Background: an optimization exercise with open tools, aiming at small area, a short achievable clock period and few clock cycles per item. Do not read the settings as production practice. Where RTL was checked, it was by simulation tests only, not by an equivalence proof against the original. Function not checked in runs 3 and 4: the RTL went through the layout flow alone. Power is estimated from default activity; no workload was simulated.

$ cat design/flow/design.v
`default_nettype none
package lkp_pkg;
    typedef logic [2-1:0] mshr_idx_t;
    typedef struct packed {
        logic [3-1:0] order_id;
        logic                    so;
        logic [5-1:0]   reg_entry;
        logic [4-1:0]   rob_entry;
    } lkp_meta_t;
    typedef struct packed {
        logic [20-1:0] key;
        lkp_meta_t              meta;
    } lkp_req_t;
    typedef struct packed {
        logic [20-1:0] result;
        lkp_meta_t              meta;
    } lkp_rsp_t;
    typedef struct packed {
        logic [20-1:0] key;
        mshr_idx_t              idx;
    } c2a_req_t;
    typedef enum logic [1:0] {
        S_IDLE,
        S_SEARCH,
        S_RESOLVE
    } slot_state_e;
endpackage
`default_nettype wire
`timescale 1ns/100ps
`default_nettype none
module lookup_cache_top (
    input  wire                      clk,
    input  wire                      rst,
    input  wire                      req_valid_i,
    input  wire  [20+(3 + 1 + 5 + 4)-1:0] req_i,
    output logic                     req_ready_o,
    output logic                     rsp_valid_o,
    output logic [20+(3 + 1 + 5 + 4)-1:0] rsp_o,
    input  wire                      rsp_ready_i,
    output logic                     c2a_vld_o,
    output logic [20-1:0]   c2a_info_o,
    output logic [10-1:0] c2a_req_id_o,
    input  wire                      a2c_rdy_i,
    input  wire                      a2c_rsp_vld_i,
    input  wire  [10-1:0] a2c_rsp_id_i,
    input  wire  [20-1:0]   a2c_rslt_i
);
    localparam int KW = 20;
    localparam int RW = 20;
    localparam int MW = (3 + 1 + 5 + 4);
    localparam int NE = 16;
    localparam int EW = 4;
    localparam int NS = 4;
    localparam int SW = 2;
    logic          sv_q, rv_q, tv_q;
    logic [KW-1:0] skey_q, rkey_q, tkey_q;
    logic [MW-1:0] smeta_q, rmeta_q, tmeta_q;
    logic [NE-1:0] tm_q;             
    logic          thv_q, thp_q;     
    logic [NE-1:0] kv_q;             
    logic [NE-1:0] cv_q;             
    logic [KW-1:0] key_q  [NE];
    logic [RW-1:0] rslt_q [NE];
    logic [EW-1:0] ptr_q;            
    logic [NS-1:0] busy_q;
    logic [NS-1:0] rdy_q;            
    logic [EW-1:0] ent_q  [NS];
    logic [MW-1:0] meta_q [NS];
    logic          qv_q;
    logic [SW-1:0] qslot_q;
    logic [NE-1:0] qent_q;
    logic          av_q;
    logic [SW-1:0] aid_q;
    logic [RW-1:0] ard_q;
    logic          cvld_q;
    logic [KW-1:0] ckey_q;
    logic [SW-1:0] cid_q;
    logic          ov_q;
    logic [RW-1:0] ores_q;
    logic [MW-1:0] ometa_q;
    logic [NS-1:0] free_vec;
    logic [SW-1:0] fsel;
    logic          any_free;
    always_comb begin
        fsel = '0;
        for (int s = NS - 1; s >= 0; s--) begin
            if (!busy_q[s]) fsel = SW'(s);
        end
    end
    assign free_vec = ~busy_q;
    assign any_free = |free_vec;
    logic lk_ptr;
    always_comb begin
        lk_ptr = 1'b0;
        for (int s = 0; s < NS; s++) begin
            if (busy_q[s] && ent_q[s] == ptr_q) lk_ptr = 1'b1;
        end
    end
    logic o_free, c_free, t_miss;
    assign o_free = !ov_q || rsp_ready_i;
    assign c_free = !cvld_q || a2c_rdy_i;
    assign t_miss = !thv_q && !thp_q;
    logic s_fire;        
    logic h_fire;        
    logic p_fire;        
    logic a_fire;        
    logic skip;          
    logic t_free, r_free;
    assign s_fire = qv_q && o_free;
    assign h_fire = tv_q && thv_q && !qv_q && o_free;
    assign p_fire = tv_q && !t_miss && !h_fire && any_free;
    assign a_fire = tv_q && t_miss && any_free && c_free && !lk_ptr;
    assign skip   = tv_q && t_miss && lk_ptr;
    assign t_free = !tv_q || h_fire || p_fire || a_fire;
    assign r_free = !rv_q || t_free;
    assign req_ready_o = !sv_q;
    logic [EW-1:0] a_ent;
    logic [NE-1:0] a_dec;
    assign a_ent = ent_q[aid_q];
    always_comb begin
        for (int e = 0; e < NE; e++) begin
            a_dec[e] = av_q && (a_ent == EW'(e));
        end
    end
    logic [EW-1:0] tm_idx;
    always_comb begin
        tm_idx = '0;
        for (int e = 0; e < NE; e++) begin
            if (tm_q[e]) tm_idx = tm_idx | EW'(e);
        end
    end
    logic          fwd_on, fwd_eq;
    logic [NE-1:0] m1, m1_v;
    assign fwd_on = tv_q && t_miss;
    assign fwd_eq = (tkey_q == rkey_q);
    always_comb begin
        for (int e = 0; e < NE; e++) begin
            if (fwd_on && ptr_q == EW'(e)) begin
                m1[e]   = fwd_eq;
                m1_v[e] = 1'b0;
            end else begin
                m1[e]   = kv_q[e] && (key_q[e] == rkey_q);
                m1_v[e] = m1[e] && cv_q[e];
            end
        end
    end
    logic [NS-1:0] cand;
    logic [SW-1:0] pick;
    always_comb begin
        pick = '0;
        for (int s = 0; s < NS; s++) begin
            cand[s] = busy_q[s] && rdy_q[s] && !(qv_q && qslot_q == SW'(s));
        end
        for (int s = NS - 1; s >= 0; s--) begin
            if (cand[s]) pick = SW'(s);
        end
    end
    always_ff @(posedge clk or posedge rst) begin
        if (rst) begin
            sv_q   <= 1'b0;
            rv_q   <= 1'b0;
            tv_q   <= 1'b0;
            kv_q   <= '0;
            cv_q   <= '0;
            ptr_q  <= '0;
            busy_q <= '0;
            rdy_q  <= '0;
            qv_q   <= 1'b0;
            av_q   <= 1'b0;
            cvld_q <= 1'b0;
            ov_q   <= 1'b0;
        end else begin
            if (r_free) begin
                rv_q <= sv_q || req_valid_i;
                sv_q <= 1'b0;
            end else if (req_valid_i && !sv_q) begin
                sv_q <= 1'b1;
            end
            if (t_free) begin
                tv_q <= rv_q;
            end
            av_q <= a2c_rsp_vld_i;
            cv_q <= cv_q | a_dec;
            if (a_fire) begin
                kv_q[ptr_q] <= 1'b1;
                cv_q[ptr_q] <= 1'b0;
            end
            if (a_fire || skip) begin
                ptr_q <= ptr_q + 1'b1;
            end
            for (int s = 0; s < NS; s++) begin
                if (av_q && busy_q[s] && ent_q[s] == a_ent) rdy_q[s] <= 1'b1;
            end
            if (s_fire) begin
                busy_q[qslot_q] <= 1'b0;
            end
            if (p_fire || a_fire) begin
                busy_q[fsel] <= 1'b1;
                rdy_q[fsel]  <= p_fire && |(tm_q & (cv_q | a_dec));
            end
            if (!qv_q || s_fire) begin
                qv_q <= |cand;
            end
            if (a_fire) begin
                cvld_q <= 1'b1;
            end else if (a2c_rdy_i) begin
                cvld_q <= 1'b0;
            end
            if (s_fire || h_fire) begin
                ov_q <= 1'b1;
            end else if (rsp_ready_i) begin
                ov_q <= 1'b0;
            end
        end
    end
    logic [NE-1:0] osel;
    logic [RW-1:0] omux;
    always_comb begin
        omux = '0;
        osel = qv_q ? qent_q : tm_q;
        for (int e = 0; e < NE; e++) begin
            if (osel[e]) omux = omux | rslt_q[e];
        end
    end
    always_ff @(posedge clk) begin
        if (!sv_q) begin
            skey_q  <= req_i[KW+MW-1:MW];
            smeta_q <= req_i[MW-1:0];
        end
        if (r_free) begin
            rkey_q  <= sv_q ? skey_q  : req_i[KW+MW-1:MW];
            rmeta_q <= sv_q ? smeta_q : req_i[MW-1:0];
        end
        if (t_free) begin
            tkey_q  <= rkey_q;
            tmeta_q <= rmeta_q;
            tm_q    <= m1;
            thv_q   <= |m1_v;
            thp_q   <= |(m1 & ~m1_v);
        end
        ard_q <= a2c_rslt_i;
        aid_q <= a2c_rsp_id_i[SW-1:0];
        for (int e = 0; e < NE; e++) begin
            if (a_dec[e]) rslt_q[e] <= ard_q;
        end
        if (a_fire) begin
            key_q[ptr_q] <= tkey_q;
        end
        if (p_fire || a_fire) begin
            ent_q[fsel]  <= a_fire ? ptr_q : tm_idx;
            meta_q[fsel] <= tmeta_q;
        end
        if (!qv_q || s_fire) begin
            qslot_q <= pick;
            for (int e = 0; e < NE; e++) begin
                qent_q[e] <= (ent_q[pick] == EW'(e));
            end
        end
        if (a_fire) begin
            ckey_q <= tkey_q;
            cid_q  <= fsel;
        end
        if (s_fire) begin
            ores_q  <= omux;
            ometa_q <= meta_q[qslot_q];
        end else if (h_fire) begin
            ores_q  <= omux;
            ometa_q <= tmeta_q;
        end
    end
    assign rsp_valid_o  = ov_q;
    assign rsp_o        = {ores_q, ometa_q};
    assign c2a_vld_o    = cvld_q;
    assign c2a_info_o   = ckey_q;
    assign c2a_req_id_o = {{(10 - SW){1'b0}}, cid_q};
endmodule
`default_nettype wire
$ cat design/flow/run.sh
#!/bin/bash
# synth_recipe.tcl (not shown) runs the flow's synth.tcl, then flattens the netlist and writes it again
# the make line also repeats each setting of config.mk as NAME=value (left out here)
make -C /OpenROAD-flow-scripts/flow DESIGN_CONFIG=/design/flow/config.mk WORK_HOME=/design/flow/orfs CLKGATE_MAP_FILE= SYNTH_SCRIPT=/design/flow/synth_recipe.tcl finish
$ cat design/flow/config.mk
export PLATFORM = sky130hd
export DESIGN_NAME = lookup_cache_top
export DESIGN_NICKNAME = lookup_cache_top
export VERILOG_FILES = /design/flow/design.v
export SDC_FILE = /design/flow/constraint.sdc
export NUM_CORES = 4
export LEC_CHECK = 0
export CAP_MARGIN = 20
export CORE_MARGIN = 2
export CORE_UTILIZATION = 40
export SETUP_SLACK_MARGIN = 4.6
export SLEW_MARGIN = 20
$ cat design/flow/constraint.sdc
create_clock -name core_clock -period 7.5 [get_ports {clk}]
set_input_delay 1.5000 -clock core_clock [delete_from_list [all_inputs] [get_ports {clk}]]
set_output_delay 1.5000 -clock core_clock [all_outputs]
set_load 0.01 [all_outputs]
==> results of run 1 <==
[layout by cell type (no fill, tap or decap), types with 45 or more instances in the layout]
cell type,n
sky130_fd_sc_hd__clkdlybuf4s50_1,58
sky130_fd_sc_hd__clkbuf_16,105
sky130_fd_sc_hd__xnor2_1,275
sky130_fd_sc_hd__nor2_1,45
sky130_fd_sc_hd__xor2_1,103
sky130_fd_sc_hd__edfxtp_1,865
sky130_fd_sc_hd__buf_4,90
sky130_fd_sc_hd__dfxtp_1,55
sky130_fd_sc_hd__nand4_1,98
sky130_fd_sc_hd__mux2_2,67
sky130_fd_sc_hd__a221oi_1,80
sky130_fd_sc_hd__a22o_1,82
sky130_fd_sc_hd__dfrtp_1,46
[registers in the layout, indices dropped and copies added (netlist names), 20 cells and up, named ones only]
register and flops:
ckey_q 20, tkey_q 20, ard_q 20, ores_q 20, meta_q 52, rslt_q 320
skey_q 20, rkey_q 20, key_q 320
[final timing paths]
check | startpoint | endpoint | slack [ns] | cells past startpoint
min | rmeta_q[11]$_DFFE_PN_ | tmeta_q[11]$_DFFE_PP_ | 0.41 | 0
max | ptr_q[2]$_DFFE_PP0P_ | thv_q$_DFFE_PP_ | 4.51 | 6
max reg2reg | ptr_q[2]$_DFFE_PP0P_ | thv_q$_DFFE_PP_ | 4.51 | 6
min in group asynchronous | rst | sv_q$_DFFE_PP0P_ | 1.33 | 3
min reg2reg | rmeta_q[11]$_DFFE_PN_ | tmeta_q[11]$_DFFE_PP_ | 0.41 | 0
max in group asynchronous | rst | ptr_q[0]$_DFFE_PP0P_ | 5.62 | 3
[area by class of cell]
cell class                      instances  share of cell area
Sequential cell                       973               0.628
Inverter                               24             0.00224
Timing Repair Buffer                  241              0.0517
Timing Repair inverter                  1            0.000166
Clock buffer                          140              0.0632
Multi-Input combinational cell       1137               0.208
Tap cell                             1254              0.0347
Clock inverter                         51              0.0114
[logic make-up after synthesis]
logic type / count (synthesis) / share of synthesized area
adders and majority gates: 14 / 0.00463
other: 1 / 0.0000990
AOI/OAI and AO/OA: 272 / 0.0568
buffers and inverters: 140 / 0.0168
xor gates and xnor gates: 378 / 0.0874
and+or+nand+nor: 361 / 0.0515
DFF: 973 / 0.750
muxes: 95 / 0.0329
[critical path, stage by stage, from the launching register on]
cell                      delay [ns]
sky130_fd_sc_hd__dfrtp_2        0.68
sky130_fd_sc_hd__nor2b_1        0.41
sky130_fd_sc_hd__nand3_1        0.30
sky130_fd_sc_hd__nand4_1        0.30
sky130_fd_sc_hd__o22ai_1        0.14
sky130_fd_sc_hd__a221o_1        0.28
sky130_fd_sc_hd__or4_1          0.59
[through the flow]
step                      setup WS, ns   util
after floorplan                   4.23      -
after global placement            2.90  0.436
after detailed placement          2.86  0.436
after CTS                         4.60  0.481
after global routing              4.48  0.483
final                             4.51  0.483
[timing repair]
action | 4_1_cts | 5_1_grt
buffers inserted | 50 | 15
pin swaps | 13 | 8
endpoints found under the hold margin | 0 | 0
endpoints found under the setup margin | 601 | 251
resized for setup | 142 | 29
gates cloned | 7 | 4
[where the power goes]
part | internal (µW) | leakage, µW | switching, µW
registers | 7630 | 0.00899 | 655
clock network | 2920 | 0.00164 | 2120
logic | 2620 | 0.00430 | 4550
[routing by layer]
| layer | vias up | part of all wire |
|---|---|---|
| met5 | - | 0.00013 |
| met4 | 2 | 0.025 |
| met3 | 189 | 0.070 |
| met2 | 893 | 0.50 |
| met1 | 10842 | 0.40 |
| li1 | 9138 | - |
==> impl_metrics.sql, run 1 <==
INSERT INTO impl_metrics (metric_group, metric, value, unit) VALUES
('run_status', 'outcome', 'no timing/DRC/antenna violations', ''),
('cells_and_area', 'final-seq-area', '0.0284', 'mm²'),
('synthesis', 'ffs_latches_synth', '973', ''),
('critical_path', 'setup.worst_path.start_class', 'register', ''),
('clock_tree', 'clock_tree.htree_level_count', '3', ''),
('global_routing', 'pin_count_of_the_biggest_net_entering_global_routing', '52', ''),
('clock_tree', 'cts_sinks', '973', ''),
('global_routing', 'grt_remaining_overflow', '0', ''),
('synthesis', 'postSynthCellCount', '2234', ''),
('critical_path', 'worst_ep_arrival_time', '3.37', 'ns'),
('synthesis', 'synth-warning-count', '2', ''),
('power', 'power.static_leakage', '0.0149', 'µW'),
('cells_and_area', 'instances_no_fill', '3821', ''),
('placement', 'detailed_place_hpwl', '54.9', 'mm'),
('placement', 'place_inst', '3554', ''),
('cells_and_area', 'postLayoutCellArea', '0.0452', 'mm²'),
('clock_tree', 'clk_pin_slew_worst_paths', '0.06', 'ns'),
('placement', 'cell_area_placed', '0.0409', 'mm²'),
('clock_tree', 'clkLatencyLatePin', '0.69', 'ns'),
('sta', 'worst_hold_slack', '0.412', 'ns'),
('synthesis', 'postSynthAreaPerCell', '16.9', 'µm²'),
('sta', 'period_needed', '2.99', 'ns'),
('floorplanning', 'start_util', '0.404', ''),
('clock_tree', 'cts_buffer_depth', '3', ''),
('synthesis', 'synth_enable_flop_cells', '865', ''),
('global_routing', 'grt_use_total', '0.209', ''),
('cells_and_area', 'multi_input_gate_area', '0.00942', 'mm²'),
('global_routing', 'met1_track_usage_gr', '0.272', ''),
('floorplanning', 'rows', '112', ''),
('route', 'remaining_drc_errors', '0', ''),
('global_routing', 'initial_antenna_violation_count', '2', ''),
('clock_tree', 'postCtsHoldBufs', '0', ''),
('synthesis', 'netlist_top_cells_count', 'sky130_fd_sc_hd__edfxtp_1 (865), sky130_fd_sc_hd__xnor2_1 (275), sky130_fd_sc_hd__xor2_1 (103), sky130_fd_sc_hd__nand4_1 (98), sky130_fd_sc_hd__a22o_1 (82)', ''),
('route', 'wl_per_cell', '26.8', 'µm'),
('cells_and_area', 'area.growth.synth_to_final', '19.4', '%'),
('sta', 'final.period_utilization', '0.399', ''),
('placement', 'portbufs', '118', ''),
('cells_and_area', 'final_net_count', '2565', ''),
('sta', 'rsz0062_at_grt', 'yes', ''),
('global_routing', 'global_route_wire_length_before_repair', '147', 'mm'),
('clock_tree', 'cts_inserted_buffers', '104', ''),
('sta', 'timing.final.hold_violations', '0', ''),
('floorplanning', 'fp.coreArea', '0.0936', 'mm²'),
('floorplanning', 'chipHeight', '312', 'µm'),
('cells_and_area', 'fillers', '7964', ''),
('route', 'postRouteWirelength', '103', 'mm'),
('floorplanning', 'ios', '135', ''),
('power', 'power', '20500', 'µW'),
('global_routing', 'first_global_vias', '21293', ''),
('job', 'cap_viol_max_count', '0', ''),
('clock_tree', 'master_cell_of_the_clock_root_buffer', 'sky130_fd_sc_hd__clkbuf_16', ''),
('floorplanning', 'fp.dieW', '312', 'µm'),
('placement', 'finalWeightedCongestion', '0.863', ''),
('critical_path', 'endpoint_kind', 'register', ''),
('sta', 'finClkSkew', '0.0587', 'ns'),
('synthesis', 'synth_largest_area_cell', 'sky130_fd_sc_hd__edfxtp_1', ''),
('global_routing', 'grt_busiest_layer', 'met2', ''),
('sta', 'slew_headroom', '0.314', ''),
('power', 'power_density', '453', 'mW/mm²'),
('synthesis', 'synth_top_cells_by_area', 'sky130_fd_sc_hd__edfxtp_1 (69%), sky130_fd_sc_hd__xnor2_1 (6.4%), sky130_fd_sc_hd__dfrtp_1 (3.4%)', ''),
('floorplanning', 'design.die.area', '0.0971', 'mm²'),
('power', 'max-vdd-ir-drop', '0.231', 'mV'),
('sta', 'fmax', '0.335', 'GHz'),
('route', 'via_count', '21064', ''),
('global_routing', 'groute.layer.met3.usage', '0.0347', ''),
('sta', 'final-max-slew-violation-count', '0', ''),
('synthesis', 'postSynth.asyncResetShare', '0.0524', ''),
('critical_path', 'required', '7.88', 'ns'),
('route', 'detail_route.vias_per_cell', '5.51', ''),
('hold_path', 'hp-class', 'reg -> reg', ''),
('synthesis', 'synth_seq_area_share', '0.750', '');
Testbench counts, summed over its fixed seeds: cycles 8,451, items 8,000.
==> inputs of run 2 (changes only) <==
--- a/design/flow/config.mk
+++ b/design/flow/config.mk
@@ -9,4 +9,4 @@
 export CORE_MARGIN = 2
 export CORE_UTILIZATION = 40
-export SETUP_SLACK_MARGIN = 4.6
+export SETUP_SLACK_MARGIN = 4.0
 export SLEW_MARGIN = 20
==> run 2 against run 1 <==
  * First-iteration DRC count is 0.65% lower
  * Largest cell class unchanged
  * Clock power is 3% higher
  * Area after synthesis stayed put
  * Clock skew is 0.010 ns lower
  * Non-clock buffer count is 53 lower
  * Sequential share of layout area is 1.2 points higher
  * Hold slack better by 0.0037 ns
  * Design area is 1.9% lower
  * Critical path type is now in -> reg
  * Combinational power is about 10% lower
  * Fmax is 12% lower
  * Synthesized cell count stayed put
  * Sequential cell count stayed put
  * Still clean on timing, DRC and antenna
==> impl_metrics.sql, run 2 <==
INSERT INTO impl_metrics (metric_group, metric, value, unit) VALUES
('run_status', 'outcome', 'no timing/DRC/antenna violations', ''),
('cells_and_area', 'layout_commonest_cell', 'sky130_fd_sc_hd__edfxtp_1', ''),
('cells_and_area', 'final-seq-area', '0.0284', 'mm²'),
('cells_and_area', 'fillers', '7975', ''),
('sta', 'fin_tns_setup', '0', 'ns'),
('critical_path', 'worstPathCellList', 'clkdlybuf4s50_1, inv_1, a21oi_1, nand4_1, buf_4, or2_2, nor3_4, a21boi_0', ''),
('sta', 'timing.final.hold_violations', '0', ''),
('synthesis', 'synth_seq_area_share', '0.750', ''),
('synthesis', 'postSynth.asyncResetShare', '0.0524', ''),
('route', 'detail_route.vias_per_cell', '5.54', ''),
('clock_tree', 'cts_sinks', '973', ''),
('global_routing', 'first_global_vias', '20838', ''),
('critical_path', 'path_delay_family', 'simple AND/OR/NAND/NOR gates', ''),
('synthesis', 'synth_largest_area_cell', 'sky130_fd_sc_hd__edfxtp_1', ''),
('global_routing', 'global_route_wire_length_before_repair', '144', 'mm'),
('placement', 'pre_cts_ws', '2.42', 'ns'),
('hold_path', 'hp-class', 'reg -> reg', ''),
('critical_path', 'crit_path_max_incr_delay', '0.58', 'ns'),
('route', 'via_count', '20834', ''),
('sta', 'finClkSkew', '0.0483', 'ns'),
('global_routing', 'grt_remaining_overflow', '0', ''),
('synthesis', 'postSynthAreaPerCell', '16.9', 'µm²'),
('sta', 'final-max-slew-violation-count', '0', ''),
('sta', 'post-route-worst-setup-slack', '4.12', 'ns'),
('floorplanning', 'chipHeight', '312', 'µm'),
('critical_path', 'cp_slowest_cell', 'sky130_fd_sc_hd__clkdlybuf4s50_1', ''),
('cells_and_area', 'layout.cells.most_common_list', 'sky130_fd_sc_hd__edfxtp_1 (865), sky130_fd_sc_hd__xnor2_1 (275), sky130_fd_sc_hd__clkdlybuf4s50_1 (118), sky130_fd_sc_hd__clkbuf_16 (104), sky130_fd_sc_hd__xor2_1 (103)', ''),
('power', 'max-vdd-ir-drop', '0.293', 'mV'),
('route', 'antenna_violating_nets_post_route', '0', ''),
('cells_and_area', 'diodes', '0', ''),
('sta', 'slew_headroom', '0.220', ''),
('synthesis', 'synth_cell_types', '67', ''),
('synthesis', 'synthFlopType', 'sky130_fd_sc_hd__edfxtp_1', ''),
('placement', 'portbufs', '118', ''),
('sta', 'fmax', '0.296', 'GHz'),
('power', 'power.static_leakage', '0.0145', 'µW'),
('cells_and_area', 'layout_top_registers', 'key_q x320, rslt_q x320, meta_q x52', ''),
('floorplanning', 'ios', '135', ''),
('synthesis', 'synth-warning-count', '2', ''),
('clock_tree', 'clock_tree_from_tritoncts', 'yes', ''),
('synthesis', 'postSynthCellCount', '2234', ''),
('route', 'remaining_drc_errors', '0', ''),
('critical_path', 'required', '8.02', 'ns'),
('synthesis', 'netlist_top_cells_count', 'sky130_fd_sc_hd__edfxtp_1 (865), sky130_fd_sc_hd__xnor2_1 (275), sky130_fd_sc_hd__xor2_1 (103), sky130_fd_sc_hd__nand4_1 (98), sky130_fd_sc_hd__a22o_1 (82)', ''),
('synthesis', 'ffs_latches_synth', '973', ''),
('route', 'postRouteWirelength', '99.5', 'mm'),
('cells_and_area', 'area.growth.synth_to_final', '17.2', '%'),
('clock_tree', 'cts_buffer_depth', '3', ''),
('synthesis', 'mappedNetlistArea', '0.0379', 'mm²'),
('synthesis', 'yosysMostFrequentCell', 'sky130_fd_sc_hd__edfxtp_1', ''),
('floorplanning', 'fp.coreArea', '0.0936', 'mm²'),
('critical_path', 'worst-path-buf-inv', '3', ''),
('clock_tree', 'clkLatencyLatePin', '0.70', 'ns'),
('route', 'wl_per_cell', '26.5', 'µm'),
('critical_path', 'setup.worst_path.start_class', 'input port', ''),
('clock_tree', 'master_cell_of_the_clock_root_buffer', 'sky130_fd_sc_hd__clkbuf_16', ''),
('global_routing', 'initial_antenna_violation_count', '2', ''),
('critical_path', 'endpoint_kind', 'register', ''),
('clock_tree', 'cts_inserted_buffers', '101', ''),
('clock_tree', 'clk_pin_slew_worst_paths', '0.06', 'ns'),
('placement', 'finalWeightedCongestion', '0.876', ''),
('clock_tree', 'postCtsHoldBufs', '0', ''),
('floorplanning', 'rows', '112', ''),
('clock_tree', 'clock_tree.htree_level_count', '3', ''),
('route', 'detail_route.first_pass.iterations', '7', ''),
('power', 'power_density', '450', 'mW/mm²'),
('synthesis', 'netlist.area_leader.share', '0.686', ''),
('cells_and_area', 'multi_input_gate_area', '0.00907', 'mm²'),
('critical_path', 'critPathKind', 'in -> reg', ''),
('floorplanning', 'design.die.area', '0.0971', 'mm²'),
('global_routing', 'grt_use_total', '0.203', ''),
('floorplanning', 'fp.dieW', '312', 'µm'),
('sta', 'worst_slew_pin_slew', '1.17', 'ns'),
('cells_and_area', 'final_net_count', '2499', ''),
('global_routing', 'pin_count_of_the_biggest_net_entering_global_routing', '52', ''),
('floorplanning', 'start_util', '0.404', ''),
('sta', 'final.period_utilization', '0.451', ''),
('critical_path', 'critical_path.max_fanout', '19', ''),
('sta', 'rsz0062_at_grt', 'yes', ''),
('placement', 'detailed_place_hpwl', '54.6', 'mm'),
('sta', 'period_needed', '3.38', 'ns'),
('critical_path', 'worst_ep_arrival_time', '3.90', 'ns'),
('cells_and_area', 'final_layout_size_suffix_gt1_frac', '0.147', ''),
('job', 'cap_viol_max_count', '0', ''),
('synthesis', 'synth_top_cells_by_area', 'sky130_fd_sc_hd__edfxtp_1 (69%), sky130_fd_sc_hd__xnor2_1 (6.4%), sky130_fd_sc_hd__dfrtp_1 (3.4%)', ''),
('sta', 'setup_viol', '0', ''),
('route', 'drt-initial-drc-count', '2001', ''),
('synthesis', 'synth_enable_flop_cells', '865', '');
==> run 2: cell count changes in the layout (fill, tap and decap cells not counted), moves of 8 or more <==
cell                              previous run  this run
sky130_fd_sc_hd__clkdlybuf4s15_1            19         0
sky130_fd_sc_hd__buf_4                      90        68
sky130_fd_sc_hd__clkbuf_1                   25        17
sky130_fd_sc_hd__buf_6                      12         1
sky130_fd_sc_hd__dlygate4sd2_1              36         0
sky130_fd_sc_hd__buf_12                     16         1
sky130_fd_sc_hd__clkdlybuf4s50_1            58       118
sky130_fd_sc_hd__nor2_1                     45        55
sky130_fd_sc_hd__nor2_4                     22         4
==> run 2: path summary, 6_finish.rpt <==
check	from	endpoint	slack [ns]	cells after the start
setup reg to reg	ptr_q[0]$_DFFE_PP0P_	thv_q$_DFFE_PP_	4.12	7
min in group asynchronous	rst	sv_q$_DFFE_PP0P_	1.31	3
setup / recovery	a2c_rdy_i	cv_q[12]$_DFF_PP0_	4.12	8
hold / removal	rmeta_q[10]$_DFFE_PN_	tmeta_q[10]$_DFFE_PP_	0.42	0
max in group asynchronous	rst	av_q$_DFF_PP0_	5.67	3
hold reg to reg	rmeta_q[10]$_DFFE_PN_	tmeta_q[10]$_DFFE_PP_	0.42	0
==> run 2: power by group <==
part | leakage (µW) | internal, µW | switching [µW] | total [µW]
clock network | 0.00169 | 3050 | 2130 | 5180
logic | 0.00383 | 2250 | 4190 | 6440
registers | 0.00900 | 7640 | 699 | 8340
total | 0.0145 | 12900 | 7010 | 20000
==> run 2: logic make-up (layout without fill, tap and decap cells) <==
logic type      Yosys count  count (layout)  share of synthesized area
compound gates          272             272                     0.0568
xor+xnor                378             378                     0.0874
fa+ha+maj                14              14                    0.00463
buf+inv                 140             403                     0.0168
flops                   973             973                      0.750
mux                      95              95                     0.0329
other cells               1               8                  0.0000990
simple gates            361             361                     0.0515
==> run 2: metrics by stage <==
stage / total power, µW / hold WS, ns / area [µm²] / cells / util
5_1_grt: 20800 / 0.428 / 44400 / 3758 / 0.474
4_1_cts: 20100 / 0.419 / 44300 / 3757 / 0.474
6_report: 20000 / 0.416 / 44400 / 3758 / 0.474
3_5_place_dp: 14800 / 0.405 / 40800 / 3566 / 0.436
2_1_floorplan: 12100 / 0.400 / 37900 / 2241 / -
3_3_place_gp: 14700 / 0.403 / 40800 / 3566 / 0.436
==> run 2: final cells by class <==
class                      instances  share of cell area
clock buffer                     125              0.0613
clock inverter                    66              0.0179
inverter                          24             0.00212
multi-input combinational       1128               0.204
sequential                       973               0.640
tap                             1254              0.0354
timing repair buffer             188              0.0388
==> run 2: layer usage <==
metal | up-vias | routed length [µm] | GRT usage
met4 | 2 | 2390 | 0.0581
met3 | 173 | 6520 | 0.0326
li1 | 8994 | - | -
met1 | 10812 | 41600 | 0.273
met5 | - | 13 | 0
met2 | 853 | 49000 | 0.341
==> run 2: worst reg2reg max path, cell delays in order, from the launching register on <==
cell and delay [ns]:
sky130_fd_sc_hd__dfrtp_1 0.59, sky130_fd_sc_hd__inv_1 0.21, sky130_fd_sc_hd__ha_1 0.40, sky130_fd_sc_hd__nand4_1 0.38, sky130_fd_sc_hd__nand3_1 0.42, sky130_fd_sc_hd__o22ai_1 0.13, sky130_fd_sc_hd__or3b_2 0.44, sky130_fd_sc_hd__or4_1 0.51
==> run 2: repair_timing <==
action / 4_1_cts / 5_1_grt
gates resized for setup: 12 / 12
cloned: 0 / 0
buffers inserted: 0 / 1
pin swaps: 0 / 1
endpoints found under the hold margin: 0 / 0
endpoints found under the setup margin: 177 / 108
==> inputs of run 3 (changes only) <==
--- a/design/flow/design.v
+++ b/design/flow/design.v
@@ -53,5 +53,5 @@
     localparam int NS = 4;
     localparam int SW = 2;
-    logic          sv_q, rv_q, tv_q;
+    logic          sv_q, rv_q, tv_q, ready_q;
     logic [KW-1:0] skey_q, rkey_q, tkey_q;
     logic [MW-1:0] smeta_q, rmeta_q, tmeta_q;
@@ -63,4 +63,5 @@
     logic [RW-1:0] rslt_q [NE];
     logic [EW-1:0] ptr_q;            
+    logic [NE-1:0] ptr_oh_q;         
     logic [NS-1:0] busy_q;
     logic [NS-1:0] rdy_q;            
@@ -114,5 +115,5 @@
     assign t_free = !tv_q || h_fire || p_fire || a_fire;
     assign r_free = !rv_q || t_free;
-    assign req_ready_o = !sv_q;
+    assign req_ready_o = ready_q;
     logic [EW-1:0] a_ent;
     logic [NE-1:0] a_dec;
@@ -136,5 +137,5 @@
     always_comb begin
         for (int e = 0; e < NE; e++) begin
-            if (fwd_on && ptr_q == EW'(e)) begin
+            if (fwd_on && ptr_oh_q[e]) begin
                 m1[e]   = fwd_eq;
                 m1_v[e] = 1'b0;
@@ -159,4 +160,5 @@
         if (rst) begin
             sv_q   <= 1'b0;
+            ready_q <= 1'b1;
             rv_q   <= 1'b0;
             tv_q   <= 1'b0;
@@ -164,4 +166,5 @@
             cv_q   <= '0;
             ptr_q  <= '0;
+            ptr_oh_q <= NE'(1);
             busy_q <= '0;
             rdy_q  <= '0;
@@ -172,8 +175,10 @@
         end else begin
             if (r_free) begin
-                rv_q <= sv_q || req_valid_i;
-                sv_q <= 1'b0;
+                rv_q    <= sv_q || req_valid_i;
+                sv_q    <= 1'b0;
+                ready_q <= 1'b1;
             end else if (req_valid_i && !sv_q) begin
-                sv_q <= 1'b1;
+                sv_q    <= 1'b1;
+                ready_q <= 1'b0;
             end
             if (t_free) begin
@@ -183,9 +188,10 @@
             cv_q <= cv_q | a_dec;
             if (a_fire) begin
-                kv_q[ptr_q] <= 1'b1;
-                cv_q[ptr_q] <= 1'b0;
+                kv_q <= kv_q | ptr_oh_q;
+                cv_q <= (cv_q | a_dec) & ~ptr_oh_q;
             end
             if (a_fire || skip) begin
-                ptr_q <= ptr_q + 1'b1;
+                ptr_q    <= ptr_q + 1'b1;
+                ptr_oh_q <= {ptr_oh_q[NE-2:0], ptr_oh_q[NE-1]};
             end
             for (int s = 0; s < NS; s++) begin
@@ -244,6 +250,6 @@
             if (a_dec[e]) rslt_q[e] <= ard_q;
         end
-        if (a_fire) begin
-            key_q[ptr_q] <= tkey_q;
+        for (int e = 0; e < NE; e++) begin
+            if (a_fire && ptr_oh_q[e]) key_q[e] <= tkey_q;
         end
         if (p_fire || a_fire) begin
--- a/design/flow/config.mk
+++ b/design/flow/config.mk
@@ -9,4 +9,4 @@
 export CORE_MARGIN = 2
 export CORE_UTILIZATION = 40
-export SETUP_SLACK_MARGIN = 4.0
+export SETUP_SLACK_MARGIN = 4.6
 export SLEW_MARGIN = 20
==> run 3 against run 2 <==
  * Non-clock buffer count increased by 14
  * Design area increased by 1.1%
  * Sequential power increased by 3.5%
  * Total power about the same
  * Critical endpoint is now thp_q$_DFFE_PP_
  * Largest cell class unchanged
  * Largest power group unchanged
==> impl_metrics.sql, run 3 <==
INSERT INTO impl_metrics (metric_group, metric, value, unit) VALUES
('power', 'switch_share', '0.350', ''),
('job', 'cap_viol_max_count', '0', ''),
('placement', 'detailed_place_hpwl', '54.5', 'mm'),
('clock_tree', 'clock_tree_from_tritoncts', 'yes', ''),
('critical_path', 'regToRegSetupSlack', '4.56', 'ns'),
('floorplanning', 'rows', '113', ''),
('sta', 'fmax', '0.340', 'GHz'),
('sta', 'period_needed', '2.94', 'ns'),
('critical_path', 'critPathMostFrequentCell', 'sky130_fd_sc_hd__buf_4', ''),
('critical_path', 'path_delay_family', 'simple AND/OR/NAND/NOR gates', ''),
('critical_path', 'cp_slowest_cell', 'sky130_fd_sc_hd__edfxtp_1', ''),
('synthesis', 'ffs_latches_synth', '990', ''),
('clock_tree', 'cts_sinks', '990', ''),
('cells_and_area', 'final_layout_size_suffix_gt1_frac', '0.170', ''),
('sta', 'fin_tns_setup', '0', 'ns'),
('route', 'detail_route.first_pass.iterations', '5', ''),
('floorplanning', 'chipHeight', '314', 'µm'),
('hold_path', 'min_delay_path_depth', '0', ''),
('synthesis', 'postSynthCellCount', '2229', ''),
('placement', 'pre_cts_ws', '2.90', 'ns'),
('power', 'switchingPower', '6990', 'µW'),
('global_routing', 'initial_antenna_violation_count', '0', ''),
('synthesis', 'synth-warning-count', '3', ''),
('route', 'detail_route.vias_per_cell', '5.52', ''),
('critical_path', 'reg2reg_to', 'thp_q$_DFFE_PP_', ''),
('hold_path', 'min_to', 'tmeta_q[12]$_DFFE_PP_', ''),
('critical_path', 'worst_ep_arrival_time', '3.33', 'ns'),
('synthesis', 'netlist_top_cells_count', 'sky130_fd_sc_hd__edfxtp_1 (865), sky130_fd_sc_hd__xor2_1 (301), sky130_fd_sc_hd__a221oi_1 (84), sky130_fd_sc_hd__a22o_1 (84), sky130_fd_sc_hd__mux2_2 (84)', ''),
('synthesis', 'synth_seq_area_share', '0.752', ''),
('critical_path', 'number_of_cells_traversed_by_the_worst_register_to_register_path', '9', ''),
('route', 'antenna_violating_nets_post_route', '0', ''),
('critical_path', 'worstSetupPathDepth', '9', ''),
('power', 'p_int', '13000', 'µW'),
('critical_path', 'worst-path-buf-inv', '2', ''),
('power', 'power', '20000', 'µW'),
('floorplanning', 'ios', '135', ''),
('cells_and_area', 'postLayoutCoreUtil', '0.472', ''),
('sta', 'final-max-slew-violation-count', '0', ''),
('synthesis', 'postSynthAreaPerCell', '17.2', 'µm²'),
('cells_and_area', 'area.growth.synth_to_final', '17.0', '%'),
('synthesis', 'synthFlopType', 'sky130_fd_sc_hd__edfxtp_1', ''),
('floorplanning', 'fp.dieW', '314', 'µm'),
('power', 'comb_power_share', '0.319', ''),
('clock_tree', 'cts_inserted_buffers', '101', ''),
('floorplanning', 'design.die.area', '0.0983', 'mm²'),
('sta', 'rsz0062_at_grt', 'yes', ''),
('critical_path', 'rr_startpoint', 'rkey_q[7]$_DFFE_PN_', ''),
('critical_path', 'endpoint_kind', 'register', ''),
('cells_and_area', 'layout.cells.most_common_list', 'sky130_fd_sc_hd__edfxtp_1 (865), sky130_fd_sc_hd__xor2_1 (301), sky130_fd_sc_hd__clkbuf_16 (106)', ''),
('placement', 'portbufs', '118', ''),
('route', 'remaining_drc_errors', '0', ''),
('synthesis', 'mappedNetlistArea', '0.0383', 'mm²'),
('synthesis', 'yosysMostFrequentCell', 'sky130_fd_sc_hd__edfxtp_1', ''),
('sta', 'setup_viol', '0', ''),
('route', 'drt-initial-drc-count', '2003', ''),
('power', 'power_density', '445', 'mW/mm²'),
('sta', 'slew_headroom', '0.323', ''),
('cells_and_area', 'diodes', '0', ''),
('route', 'via_count', '20890', ''),
('clock_tree', 'cts_buffer_depth', '3', ''),
('global_routing', 'grt_remaining_overflow', '0', ''),
('cells_and_area', 'layout_top_registers', 'key_q x320, rslt_q x320, meta_q x52', ''),
('hold_path', 'min-delay-start', 'rmeta_q[12]$_DFFE_PN_', ''),
('global_routing', 'grt_use_total', '0.203', ''),
('floorplanning', 'start_util', '0.404', ''),
('synthesis', 'synth_cell_types', '69', ''),
('sta', 'post-route-worst-setup-slack', '4.56', 'ns'),
('route', 'wl_per_cell', '26.4', 'µm'),
('placement', 'cell_area_placed', '0.0412', 'mm²'),
('hold_path', 'hp-class', 'reg -> reg', ''),
('cells_and_area', 'final_net_count', '2502', ''),
('global_routing', 'pin_count_of_the_biggest_net_entering_global_routing', '69', ''),
('synthesis', 'synth_largest_area_cell', 'sky130_fd_sc_hd__edfxtp_1', ''),
('sta', 'worst_slew_pin_slew', '1.02', 'ns'),
('power', 'clock_power_share', '0.248', ''),
('power', 'power.static_leakage', '0.0152', 'µW'),
('cells_and_area', 'layout_commonest_cell', 'sky130_fd_sc_hd__edfxtp_1', ''),
('global_routing', 'first_global_vias', '21363', ''),
('critical_path', 'crit_path_max_incr_delay', '0.37', 'ns'),
('floorplanning', 'fp.coreArea', '0.0950', 'mm²'),
('route', 'postRouteWirelength', '100', 'mm'),
('clock_tree', 'clkLatencyLatePin', '0.68', 'ns'),
('synthesis', 'synth_top_cells_by_area', 'sky130_fd_sc_hd__edfxtp_1 (68%), sky130_fd_sc_hd__xor2_1 (6.9%), sky130_fd_sc_hd__dfrtp_1 (4.3%)', ''),
('cells_and_area', 'postLayoutCellArea', '0.0448', 'mm²'),
('clock_tree', 'clk_pin_slew_worst_paths', '0.06', 'ns'),
('critical_path', 'required', '7.89', 'ns'),
('synthesis', 'postSynth.asyncResetShare', '0.0687', ''),
('critical_path', 'worstPathCellList', 'buf_4, xor2_1, nor4_1, nand4_1, a2111oi_4, buf_4, o2111ai_1, o31ai_1, nand4b_1', ''),
('critical_path', 'critPathKind', 'reg -> reg', ''),
('sta', 'timing.final.hold_violations', '0', ''),
('critical_path', 'critical_path.max_fanout', '18', ''),
('power', 'max-vdd-ir-drop', '0.327', 'mV'),
('placement', 'finalWeightedCongestion', '0.871', ''),
('synthesis', 'synth_enable_flop_cells', '865', ''),
('critical_path', 'setup.worst_path.start_class', 'register', ''),
('global_routing', 'global_route_wire_length_before_repair', '145', 'mm'),
('sta', 'final.period_utilization', '0.392', ''),
('clock_tree', 'master_cell_of_the_clock_root_buffer', 'sky130_fd_sc_hd__clkbuf_16', ''),
('power', 'power.sequential.fraction', '0.433', ''),
('clock_tree', 'postCtsHoldBufs', '0', ''),
('sta', 'finClkSkew', '0.0469', 'ns'),
('synthesis', 'netlist.area_leader.share', '0.677', ''),
('run_status', 'outcome', 'no timing/DRC/antenna violations', ''),
('clock_tree', 'clock_tree.htree_level_count', '3', '');
## run 3: worst max path at each step
stage	to	slack, ns	start
floorplan	rkey_q[0]$_DFFE_PN_	3.72	a2c_rdy_i
global placement	key_q[6][2]$_DFFE_PP_	2.98	a2c_rdy_i
detailed placement	key_q[2][1]$_DFFE_PP_	2.90	a2c_rdy_i
CTS	rsp_o[31]	4.60	ores_q[18]$_DFFE_PP_
global route	thp_q$_DFFE_PP_	4.49	rkey_q[0]$_DFFE_PN_
finish	thp_q$_DFFE_PP_	4.56	rkey_q[7]$_DFFE_PN_
## run 3: metal layers
| layer | track usage | wire length [µm] | share of wire | up-vias |
|---|---|---|---|---|
| li1 | - | - | - | 9040 |
| met2 | 0.342 | 49400 | 0.49 | 766 |
| met1 | 0.267 | 41500 | 0.41 | 10906 |
| met3 | 0.0365 | 6640 | 0.066 | 178 |
| met5 | 0 | 0 | 0 | - |
| met4 | 0.0609 | 2490 | 0.025 | 0 |
## run 3: per-stage QoR
| step | hold WS (ns) | instances |
|---|---|---|
| final | 0.425 | 3783 |
| after floorplan | 0.400 | 2236 |
| after detailed placement | 0.406 | 3579 |
| after global routing | 0.427 | 3783 |
| after global placement | 0.406 | 3579 |
| after CTS | 0.424 | 3776 |
## run 3: layout make-up
class | instances | area (µm²)
repair buffers | 202 | 1900
inverters | 20 | 95.1
fillers | 8064 | 50200
clock inverters | 48 | 448
flip-flops and latches | 990 | 28800
multi-input cells | 1117 | 9140
well taps | 1265 | 1580
clock buffers | 141 | 2850
## run 3: worst register-to-register path, cell delays in order, from the launching register on
cell and delay [ns]:
sky130_fd_sc_hd__edfxtp_1 0.37, sky130_fd_sc_hd__buf_4 0.29, sky130_fd_sc_hd__xor2_1 0.23, sky130_fd_sc_hd__nor4_1 0.36, sky130_fd_sc_hd__nand4_1 0.27, sky130_fd_sc_hd__a2111oi_4 0.33, sky130_fd_sc_hd__buf_4 0.22, sky130_fd_sc_hd__o2111ai_1 0.13
sky130_fd_sc_hd__o31ai_1 0.30, sky130_fd_sc_hd__nand4b_1 0.17
## run 3: logic make-up (layout without fill, tap and decap cells)
family | Yosys count | after routing | share of synthesized area
AOI/OAI and AO/OA | 269 | 269 | 0.0579
muxes | 109 | 109 | 0.0368
DFF | 990 | 990 | 0.752
adders and majority gates | 1 | 1 | 0.000326
buffers and inverters | 131 | 411 | 0.0172
and+or+nand+nor | 353 | 355 | 0.0503
xor gates and xnor gates | 375 | 375 | 0.0857
other | 1 | 8 | 0.0000978
## run 3: power by group through the flow
| stage | Clock [µW] | Sequential [µW] | Combinational (µW) |
|---|---|---|---|
| after CTS | 5030 | 8630 | 6320 |
| after global routing | 5250 | 8760 | 6780 |
| final | 4950 | 8630 | 6370 |
| after global placement | 0 | 8680 | 6040 |
| after floorplan | 0 | 8600 | 3700 |
| after detailed placement | 0 | 8750 | 6150 |
## run 3: timing repair
item                       CTS  global route
gates cloned                 3             1
hold endpoints to repair     0             0
pin swaps                    4             4
setup endpoints to repair  609            98
resized for setup          129            24
buffers inserted             5             6
==> inputs of run 4 (changes only) <==
==> design/flow/flow/run.sh (new file) <==
#!/bin/bash
# The standard layout, with plain buffers (buf_2) on the ports in place
# of the delay buffers buffer_ports picks by default. Everything else is the
# standard flow. The tool output goes to standard_flow.log here.
set -euo pipefail
export BUFFER_PORTS_ARGS="-buffer_cell sky130_fd_sc_hd__buf_2"
bash standard.sh > standard_flow.log 2>&1
==> design/flow/standard.sh (new file) <==
#!/bin/bash
# synth_recipe.tcl (not shown) runs the flow's synth.tcl, then flattens the netlist and writes it again
# the make line also repeats each setting of config.mk as NAME=value (left out here)
make -C /OpenROAD-flow-scripts/flow DESIGN_CONFIG=/design/flow/config.mk WORK_HOME=/design/flow/orfs CLKGATE_MAP_FILE= SYNTH_SCRIPT=/design/flow/synth_recipe.tcl "${@:-finish}"
removed: design/flow/run.sh
==> run 4 against run 3 <==
  * Still clean
  * Non-clock buffer count grew 4
  * Register-to-register slack gained 0.05 ns
  * Hold slack got worse by 0.010 ns
  * Total power rose by 0.55%
  * Worst setup slack improved by 0.052 ns
  * Clock skew is 0.0056 ns lower
  * Synthesized cell count unchanged
  * Area after synthesis unchanged
  * Via count is 0.67% higher
  * Clock power up 4%
  * Critical endpoint unchanged
  * Largest cell class unchanged
  * Largest power group unchanged
==> impl_metrics.sql, run 4 <==
INSERT INTO impl_metrics (metric_group, metric, value, unit) VALUES
('sta', 'worst_slew_pin_slew', '0.967', 'ns'),
('sta', 'final-max-slew-violation-count', '0', ''),
('synthesis', 'postSynthCellCount', '2229', ''),
('global_routing', 'initial_antenna_violation_count', '0', ''),
('route', 'met2_wirelength', '49.4', 'mm'),
('global_routing', 'global_route_wire_length_before_repair', '145', 'mm'),
('critical_path', 'worstPathCellList', 'buf_6, xor2_1, nor4_1, nand4_1, a2111oi_1, buf_4, o2111ai_1, o31ai_1, nand4b_1', ''),
('sta', 'finClkSkew', '0.0413', 'ns'),
('hold_path', 'min-delay-start', 'rmeta_q[9]$_DFFE_PN_', ''),
('clock_tree', 'clock_tree_from_tritoncts', 'yes', ''),
('critical_path', 'rr_startpoint', 'rkey_q[1]$_DFFE_PN_', ''),
('synthesis', 'synthFlopType', 'sky130_fd_sc_hd__edfxtp_1', ''),
('run_status', 'outcome', 'no timing/DRC/antenna violations', ''),
('placement', 'detailed_place_hpwl', '53.6', 'mm'),
('critical_path', 'path_delay_family', 'simple AND/OR/NAND/NOR gates', ''),
('critical_path', 'cp_slowest_cell', 'sky130_fd_sc_hd__nor4_1', ''),
('cells_and_area', 'layout_commonest_cell', 'sky130_fd_sc_hd__edfxtp_1', ''),
('clock_tree', 'clkLatencyLatePin', '0.68', 'ns'),
('sta', 'final.period_utilization', '0.386', ''),
('floorplanning', 'ios', '135', ''),
('route', 'maxUsedRoutingLayer', 'met4', ''),
('placement', 'pre_cts_ws', '3.37', 'ns'),
('sta', 'period_needed', '2.89', 'ns');
[run 4: cell count changes in the layout (fill, tap and decap cells not counted), sizes merged, moves of 4 or more]
| cell | change |
|---|---|
| bufinv | +5 |
| clkbuf | +9 |
| and2 | +4 |
| clkdlybuf4s50 | -59 |
| clkinv | -5 |
| clkdlybuf4s15 | -8 |
| buf | +118 |
| dlygate4sd2 | -46 |
| clkinvlp | -5 |
[run 4: final cells by class]
| type | count | area [µm²] |
|---|---|---|
| clock buffer | 149 | 2860 |
| timing repair buffer | 206 | 1430 |
| clock inverter | 43 | 587 |
| inverter | 20 | 95.1 |
| sequential | 990 | 28800 |
| multi-input combinational | 1121 | 9240 |
| fill | 8046 | 50400 |
| tap | 1265 | 1580 |
| antenna | 1 | 2.50 |
[run 4: kinds of logic after synthesis]
group                      count (synthesis)  synth area share
AOI/OAI and AO/OA                        269            0.0579
xor gates and xnor gates                 375            0.0857
adders and majority gates                  1          0.000326
buffers and inverters                    131            0.0172
DFF                                      990             0.752
muxes                                    109            0.0368
other                                      1         0.0000978
and+or+nand+nor                          353            0.0503
[run 4: through the flow]
stage                     instances  instance area, µm²  hold slack [ns]   util
after floorplan                2236               38500            0.400      -
after global placement         3577               40600            0.406  0.427
after detailed placement       3577               40600            0.406  0.427
after CTS                      3781               44300            0.420  0.467
after global routing           3794               44600            0.435  0.470
final                          3795               44600            0.415  0.470
[run 4: routing by layer]
metal | track usage | up-vias
met2 | 0.338 | 826
met4 | 0.0562 | 0
li1 | - | 9058
met5 | 0 | -
met3 | 0.0284 | 164
met1 | 0.275 | 10982
[run 4: where the power goes]
part | leakage, µW | total [µW] | switching [µW] | internal [µW]
Combinational | 0.00430 | 6320 | 4190 | 2130
Sequential | 0.00921 | 8600 | 727 | 7870
Clock | 0.00169 | 5150 | 2110 | 3030
Total | 0.0152 | 20100 | 7030 | 13000
[run 4: worst max-delay path by stage]
stage                    startpoint                     end  slack, ns  cells past startpoint
6_report        rkey_q[1]$_DFFE_PN_         thp_q$_DFFE_PP_       4.61                      9
3_5_place_dp              a2c_rdy_i   key_q[3][4]$_DFFE_PP_       3.37                      6
2_1_floorplan             a2c_rdy_i     rkey_q[0]$_DFFE_PN_       3.72                      6
3_3_place_gp              a2c_rdy_i  key_q[0][19]$_DFFE_PP_       3.43                      6
5_1_grt        rkey_q[14]$_DFFE_PN_         thp_q$_DFFE_PP_       4.55                      8
4_1_cts                 rsp_ready_i   ent_q[1][3]$_DFFE_PP_       4.59                      6
[run 4: what timing repair did]
item | in CTS | in global routing
setup endpoints to repair | 552 | 381
resized for setup | 62 | 46
pin swaps | 12 | 14
setup buffers | 6 | 13
endpoints found under the hold margin | 0 | 0
hold buffers | 0 | 0
gates cloned | 6 | 0

-- what the ideal ports hide --
The results above use ideal ports. As a check the final layouts listed here were re-extracted and re-timed, cells and wires unchanged. Step 1 assumes that a clkbuf_16 drives the clock port and a buf_2 every other input. Step 2 moves the port delays by t, midway between the first and last clock arrival at a register: inputs arrive t later, outputs are due t later. That takes back most of the time a late clock gives input paths. a / b / c = no drivers / after step 1 / after step 2; a / b = the first two.
| run | shift t [ns] | setup slack, ns | worst hold slack (ns) | worst setup path at the end | worst data-port slew with drivers (ns) |
|---|---|---|---|---|---|
| run 1 | 0.724 | 4.511 / 4.511 / 3.906 | 0.412 / 0.412 / 0.412 | input to register | 0.07 |
| run 2 | 0.740 | 4.120 / 4.123 / 3.400 | 0.416 / 0.416 / 0.416 | input to register | 0.07 |
| run 3 | 0.726 | 4.557 / 4.557 / 3.924 | 0.425 / 0.425 / 0.425 | input to register | 0.06 |
| run 4 | 0.726 | 4.608 / 4.608 / 4.057 | 0.415 / 0.415 / 0.415 | input to register | 0.06 |
After both steps setup and hold are still met in every run listed. The setup slack of run 2, which loses most, moves by +0.003 ns with the drivers and by -0.720 ns with both steps.
